Source: an optimization exercise on an open RTL-to-GDS flow (aim: small area, a short achievable clock period and few clock cycles per item). Production flows keep margins and buffers that such runs may drop.
Power figures rest on the tool's default switching activity, not on a simulated workload.

the previous run:
==> module des_key_sched, before the edit <==
module des_key_sched (
  input  logic                    clk,
  input  logic                    idle,
  input  logic                    first,
  input  des_tables_pkg::block_t  key,
  input  logic                    decrypt,
  input  logic                    one,
  output des_tables_pkg::subkey_t subkey,
  output des_tables_pkg::subkey_t subkey_nx
);
  des_tables_pkg::cd_t c_q;
  des_tables_pkg::cd_t d_q;
  des_tables_pkg::cd_t c_nx;
  des_tables_pkg::cd_t d_nx;
  logic [55:0] pc1_out;
  logic [55:0] cd;
  logic [55:0] cd_q;
  always_comb begin
    for (int j = 0; j < 56; j++) pc1_out[55 - j] = key[64 - int'(des_tables_pkg::PC1_TABLE[(55 - j) * 7 +: 7])];
  end
  logic left;
  logic by1;
  logic s_ld, s_l1, s_l2, s_r1, s_r2;
  assign left = first || !decrypt;
  assign by1  = first ? decrypt : one;
  assign s_ld = idle;
  assign s_l1 = !idle && left && by1;
  assign s_l2 = !idle && left && !by1;
  assign s_r1 = !idle && !left && by1;
  assign s_r2 = !idle && !left && !by1;
  assign c_nx = ({28{s_ld}} & {pc1_out[28], pc1_out[55:29]}) |
                ({28{s_l1}} & {c_q[26:0], c_q[27]}) |
                ({28{s_l2}} & {c_q[25:0], c_q[27:26]}) |
                ({28{s_r1}} & {c_q[0], c_q[27:1]}) |
                ({28{s_r2}} & {c_q[1:0], c_q[27:2]});
  assign d_nx = ({28{s_ld}} & {pc1_out[0], pc1_out[27:1]}) |
                ({28{s_l1}} & {d_q[26:0], d_q[27]}) |
                ({28{s_l2}} & {d_q[25:0], d_q[27:26]}) |
                ({28{s_r1}} & {d_q[0], d_q[27:1]}) |
                ({28{s_r2}} & {d_q[1:0], d_q[27:2]});
  always_ff @(posedge clk) begin
    c_q <= c_nx;
    d_q <= d_nx;
  end
  assign cd   = {c_nx, d_nx};
  assign cd_q = {c_q, d_q};
  always_comb begin
    for (int j = 0; j < 48; j++) begin
      subkey_nx[47 - j] = cd[56 - int'(des_tables_pkg::PC2_TABLE[(47 - j) * 6 +: 6])];
      subkey[47 - j]    = cd_q[56 - int'(des_tables_pkg::PC2_TABLE[(47 - j) * 6 +: 6])];
    end
  end
endmodule
==> module des_engine, before the edit <==
module des_engine (
  input  logic                     clk,
  input  logic                     rst,
  input  logic                     start,
  input  logic                     decrypt,
  input  des_tables_pkg::des_job_t job,
  output des_tables_pkg::block_t   result,
  output logic                     valid,
  output logic                     running,
  output logic                     busy,
  output logic                     done
);
  logic        run_q;
  logic        done_q;
  logic        valid_q;
  logic [3:0]  cnt_q;
  des_tables_pkg::half_t   l_q;
  des_tables_pkg::half_t   r_cur;    
  des_tables_pkg::subkey_t subkey;
  des_tables_pkg::subkey_t x_key;
  des_tables_pkg::subkey_t e_mix;
  des_tables_pkg::half_t   f_val;
  des_tables_pkg::half_t   r_base;
  des_tables_pkg::half_t   l_nx;
  des_tables_pkg::subkey_t subkey_nx;
  des_tables_pkg::subkey_t x_q;
  des_tables_pkg::subkey_t x_nx;
  des_tables_pkg::subkey_t e_base;
  des_tables_pkg::subkey_t e_f;
  des_tables_pkg::half_t   f_gated;
  des_tables_pkg::block_t  ip_out;
  des_tables_pkg::block_t  preout;
  des_tables_pkg::block_t  fp_out;
  logic        near_end;
  logic        one;
  assign running  = run_q;
  assign near_end = (cnt_q[3:1] == 3'b111);
  assign busy     = run_q && !near_end;
  assign done     = done_q || (run_q && near_end);
  assign one      = (cnt_q == 4'd0) || (cnt_q == 4'd7) || (cnt_q == 4'd14);
  des_key_sched key_sched_inst (
    .clk     (clk),
    .idle    (!run_q && !start),
    .first   (start),
    .key     (job.key),
    .decrypt (decrypt),
    .one     (one),
    .subkey    (subkey),
    .subkey_nx (subkey_nx)
  );
  des_round_f round_f_inst (
    .mixed  (x_q),
    .f_out  (f_val)
  );
  assign preout = {r_cur, l_q};
  always_comb begin
    for (int j = 0; j < 64; j++) begin
      ip_out[63 - j] = job.block[64 - int'(des_tables_pkg::IP_TABLE[(63 - j) * 7 +: 7])];
      fp_out[63 - j] = preout[64 - int'(des_tables_pkg::FP_TABLE[(63 - j) * 7 +: 7])];
    end
  end
  assign result = fp_out;
  assign valid  = valid_q;
  assign r_base = start ? ip_out[31:0] : (run_q ? l_q : r_cur);
  assign l_nx   = start ? ip_out[63:32] : (run_q ? r_cur : l_q);
  assign f_gated = f_val & {32{run_q}};
  assign x_key = x_q ^ subkey;
  always_comb begin
    r_cur = '0;
    for (int j = 0; j < 48; j++) r_cur[32 - int'(des_tables_pkg::E_TABLE[(47 - j) * 6 +: 6])] = x_key[47 - j];
  end
  always_comb begin
    for (int j = 0; j < 48; j++) begin
      e_base[47 - j] = r_base[32 - int'(des_tables_pkg::E_TABLE[(47 - j) * 6 +: 6])];
      e_f[47 - j]    = f_gated[32 - int'(des_tables_pkg::E_TABLE[(47 - j) * 6 +: 6])];
    end
  end
  assign e_mix = e_base ^ subkey_nx;
  assign x_nx  = e_mix ^ e_f;
  always_ff @(posedge clk) begin
    l_q <= l_nx;
    x_q <= x_nx;
  end
  always_ff @(posedge clk) begin
    if (start) cnt_q <= '0;
    else if (run_q) cnt_q <= cnt_q + 4'd1;
  end
  always_ff @(posedge clk) begin
    if (rst) begin
      run_q   <= 1'b0;
      done_q  <= 1'b0;
      valid_q <= 1'b0;
    end else if (start) begin
      run_q   <= 1'b1;
      done_q  <= 1'b0;
      valid_q <= 1'b1;
    end else if (run_q && cnt_q == 4'd15) begin
      run_q   <= 1'b0;
      done_q  <= 1'b1;
    end
  end
endmodule
clock: 6.5 ns
lec_check: 0
cap_margin: 20
core_margin: 2
core_utilization: 40
setup_slack_margin: 4.0
slew_margin: 20
standard.sh (not shown) runs the stock make flow with config.mk's settings and CLKGATE_MAP_FILE= SYNTH_SCRIPT=/design/flow/synth_recipe.tcl, a recipe that flattens the netlist after the stock synthesis.
==> flow/flow/run.sh <==
#!/bin/bash
# Standard layout, with plain buffers on the ports instead of the delay cells
# buffer_ports picks by default.
set -euo pipefail
export BUFFER_PORTS_ARGS="-buffer_cell sky130_fd_sc_hd__buf_2"
bash standard.sh finish > make_finish.log 2>&1
[inputs] the current run vs the previous run
--- a/flow/design.v
+++ b/flow/design.v
@@ -134,22 +134,20 @@
   input  logic                    clk,
   input  logic                    idle,
   input  logic                    first,
   input  des_tables_pkg::block_t  key,
   input  logic                    decrypt,
   input  logic                    one,
-  output des_tables_pkg::subkey_t subkey,
   output des_tables_pkg::subkey_t subkey_nx
 );
   des_tables_pkg::cd_t c_q;
   des_tables_pkg::cd_t d_q;
   des_tables_pkg::cd_t c_nx;
   des_tables_pkg::cd_t d_nx;
   logic [55:0] pc1_out;
   logic [55:0] cd;
-  logic [55:0] cd_q;
   always_comb begin
     for (int j = 0; j < 56; j++) pc1_out[55 - j] = key[64 - int'(des_tables_pkg::PC1_TABLE[(55 - j) * 7 +: 7])];
   end
   logic left;
   logic by1;
   logic s_ld, s_l1, s_l2, s_r1, s_r2;
@@ -171,19 +169,15 @@
                 ({28{s_r1}} & {d_q[0], d_q[27:1]}) |
                 ({28{s_r2}} & {d_q[1:0], d_q[27:2]});
   always_ff @(posedge clk) begin
     c_q <= c_nx;
     d_q <= d_nx;
   end
-  assign cd   = {c_nx, d_nx};
-  assign cd_q = {c_q, d_q};
+  assign cd = {c_nx, d_nx};
   always_comb begin
-    for (int j = 0; j < 48; j++) begin
-      subkey_nx[47 - j] = cd[56 - int'(des_tables_pkg::PC2_TABLE[(47 - j) * 6 +: 6])];
-      subkey[47 - j]    = cd_q[56 - int'(des_tables_pkg::PC2_TABLE[(47 - j) * 6 +: 6])];
-    end
+    for (int j = 0; j < 48; j++) subkey_nx[47 - j] = cd[56 - int'(des_tables_pkg::PC2_TABLE[(47 - j) * 6 +: 6])];
   end
 endmodule
 `timescale 1ns/10ps
 module des_round_f (
   input  des_tables_pkg::subkey_t mixed,
   output des_tables_pkg::half_t   f_out
@@ -1303,19 +1297,17 @@
 );
   logic        run_q;
   logic        done_q;
   logic        valid_q;
   logic [3:0]  cnt_q;
   des_tables_pkg::half_t   l_q;
-  des_tables_pkg::half_t   r_cur;    
-  des_tables_pkg::subkey_t subkey;
-  des_tables_pkg::subkey_t x_key;
-  des_tables_pkg::subkey_t e_mix;
+  des_tables_pkg::half_t   r_q;
   des_tables_pkg::half_t   f_val;
   des_tables_pkg::half_t   r_base;
   des_tables_pkg::half_t   l_nx;
+  des_tables_pkg::half_t   r_nx;
   des_tables_pkg::subkey_t subkey_nx;
   des_tables_pkg::subkey_t x_q;
   des_tables_pkg::subkey_t x_nx;
   des_tables_pkg::subkey_t e_base;
   des_tables_pkg::subkey_t e_f;
   des_tables_pkg::half_t   f_gated;
@@ -1333,46 +1325,41 @@
     .clk     (clk),
     .idle    (!run_q && !start),
     .first   (start),
     .key     (job.key),
     .decrypt (decrypt),
     .one     (one),
-    .subkey    (subkey),
     .subkey_nx (subkey_nx)
   );
   des_round_f round_f_inst (
     .mixed  (x_q),
     .f_out  (f_val)
   );
-  assign preout = {r_cur, l_q};
+  assign preout = {r_q, l_q};
   always_comb begin
     for (int j = 0; j < 64; j++) begin
       ip_out[63 - j] = job.block[64 - int'(des_tables_pkg::IP_TABLE[(63 - j) * 7 +: 7])];
       fp_out[63 - j] = preout[64 - int'(des_tables_pkg::FP_TABLE[(63 - j) * 7 +: 7])];
     end
   end
   assign result = fp_out;
   assign valid  = valid_q;
-  assign r_base = start ? ip_out[31:0] : (run_q ? l_q : r_cur);
-  assign l_nx   = start ? ip_out[63:32] : (run_q ? r_cur : l_q);
+  assign r_base = start ? ip_out[31:0] : (run_q ? l_q : r_q);
+  assign l_nx   = start ? ip_out[63:32] : (run_q ? r_q : l_q);
   assign f_gated = f_val & {32{run_q}};
-  assign x_key = x_q ^ subkey;
-  always_comb begin
-    r_cur = '0;
-    for (int j = 0; j < 48; j++) r_cur[32 - int'(des_tables_pkg::E_TABLE[(47 - j) * 6 +: 6])] = x_key[47 - j];
-  end
+  assign r_nx    = r_base ^ f_gated;
   always_comb begin
     for (int j = 0; j < 48; j++) begin
       e_base[47 - j] = r_base[32 - int'(des_tables_pkg::E_TABLE[(47 - j) * 6 +: 6])];
       e_f[47 - j]    = f_gated[32 - int'(des_tables_pkg::E_TABLE[(47 - j) * 6 +: 6])];
     end
   end
-  assign e_mix = e_base ^ subkey_nx;
-  assign x_nx  = e_mix ^ e_f;
+  assign x_nx = e_base ^ subkey_nx ^ e_f;
   always_ff @(posedge clk) begin
     l_q <= l_nx;
+    r_q <= r_nx;
     x_q <= x_nx;
   end
   always_ff @(posedge clk) begin
     if (start) cnt_q <= '0;
     else if (run_q) cnt_q <= cnt_q + 4'd1;
   end
## What came out
Relative to the previous run, clock network contribution to total cell area has gone up in the current run. Diff the previous run -> the current run: number of buffers inserted during clock tree synthesis now larger; design area now larger; met1 routed wirelength after detailed routing now smaller; final estimated routing congestion in global placement now smaller. | clock power | the current run vs the previous run | worse |. Delta (the current run minus the previous run): buffer count excluding the clock tree in the final layout increased 25; shortest clock period the worst path allows after layout went up; flip-flop and latch count rose about 10%; number of inserted filler cells in the final layout roughly the same; first-pass GRT wire length shows an increase of about 3%. Register-to-register path setup slack was higher in the previous run than in the current run. The current run | stages: all done | timing, DRC, antenna: all pass.
No functional check of the RTL was part of any run of this note.

## static timing again, ports no longer ideal
The results above use ideal ports. As a check the final layouts listed here were re-extracted and re-timed, cells and wires unchanged.
Step 1: set_driving_cell puts a clkbuf_16 on clk and a buf_2 on each other input, an assumption about the parent block.
Step 2, shift: input delay + t, output delay - t, t = (earliest + latest rising clock arrival at the registers) / 2. This alone moves slack from input paths to output paths.
Three values: ideal ports, drivers, drivers and shift; two values: the first two.
| run | t (ns) | setup WS [ns] | worst setup path at the end |
|---|---|---|---|
| the previous run | 0.603 | 3.995 / 3.995 / 3.462 | input to register |
| the current run | 0.579 | 3.952 / 3.952 / 3.453 | input to register |
After both steps setup and hold are still met in every run listed. For the previous run, which loses most, drivers alone change the setup slack by 0.000 ns; drivers and shift together by -0.533 ns.
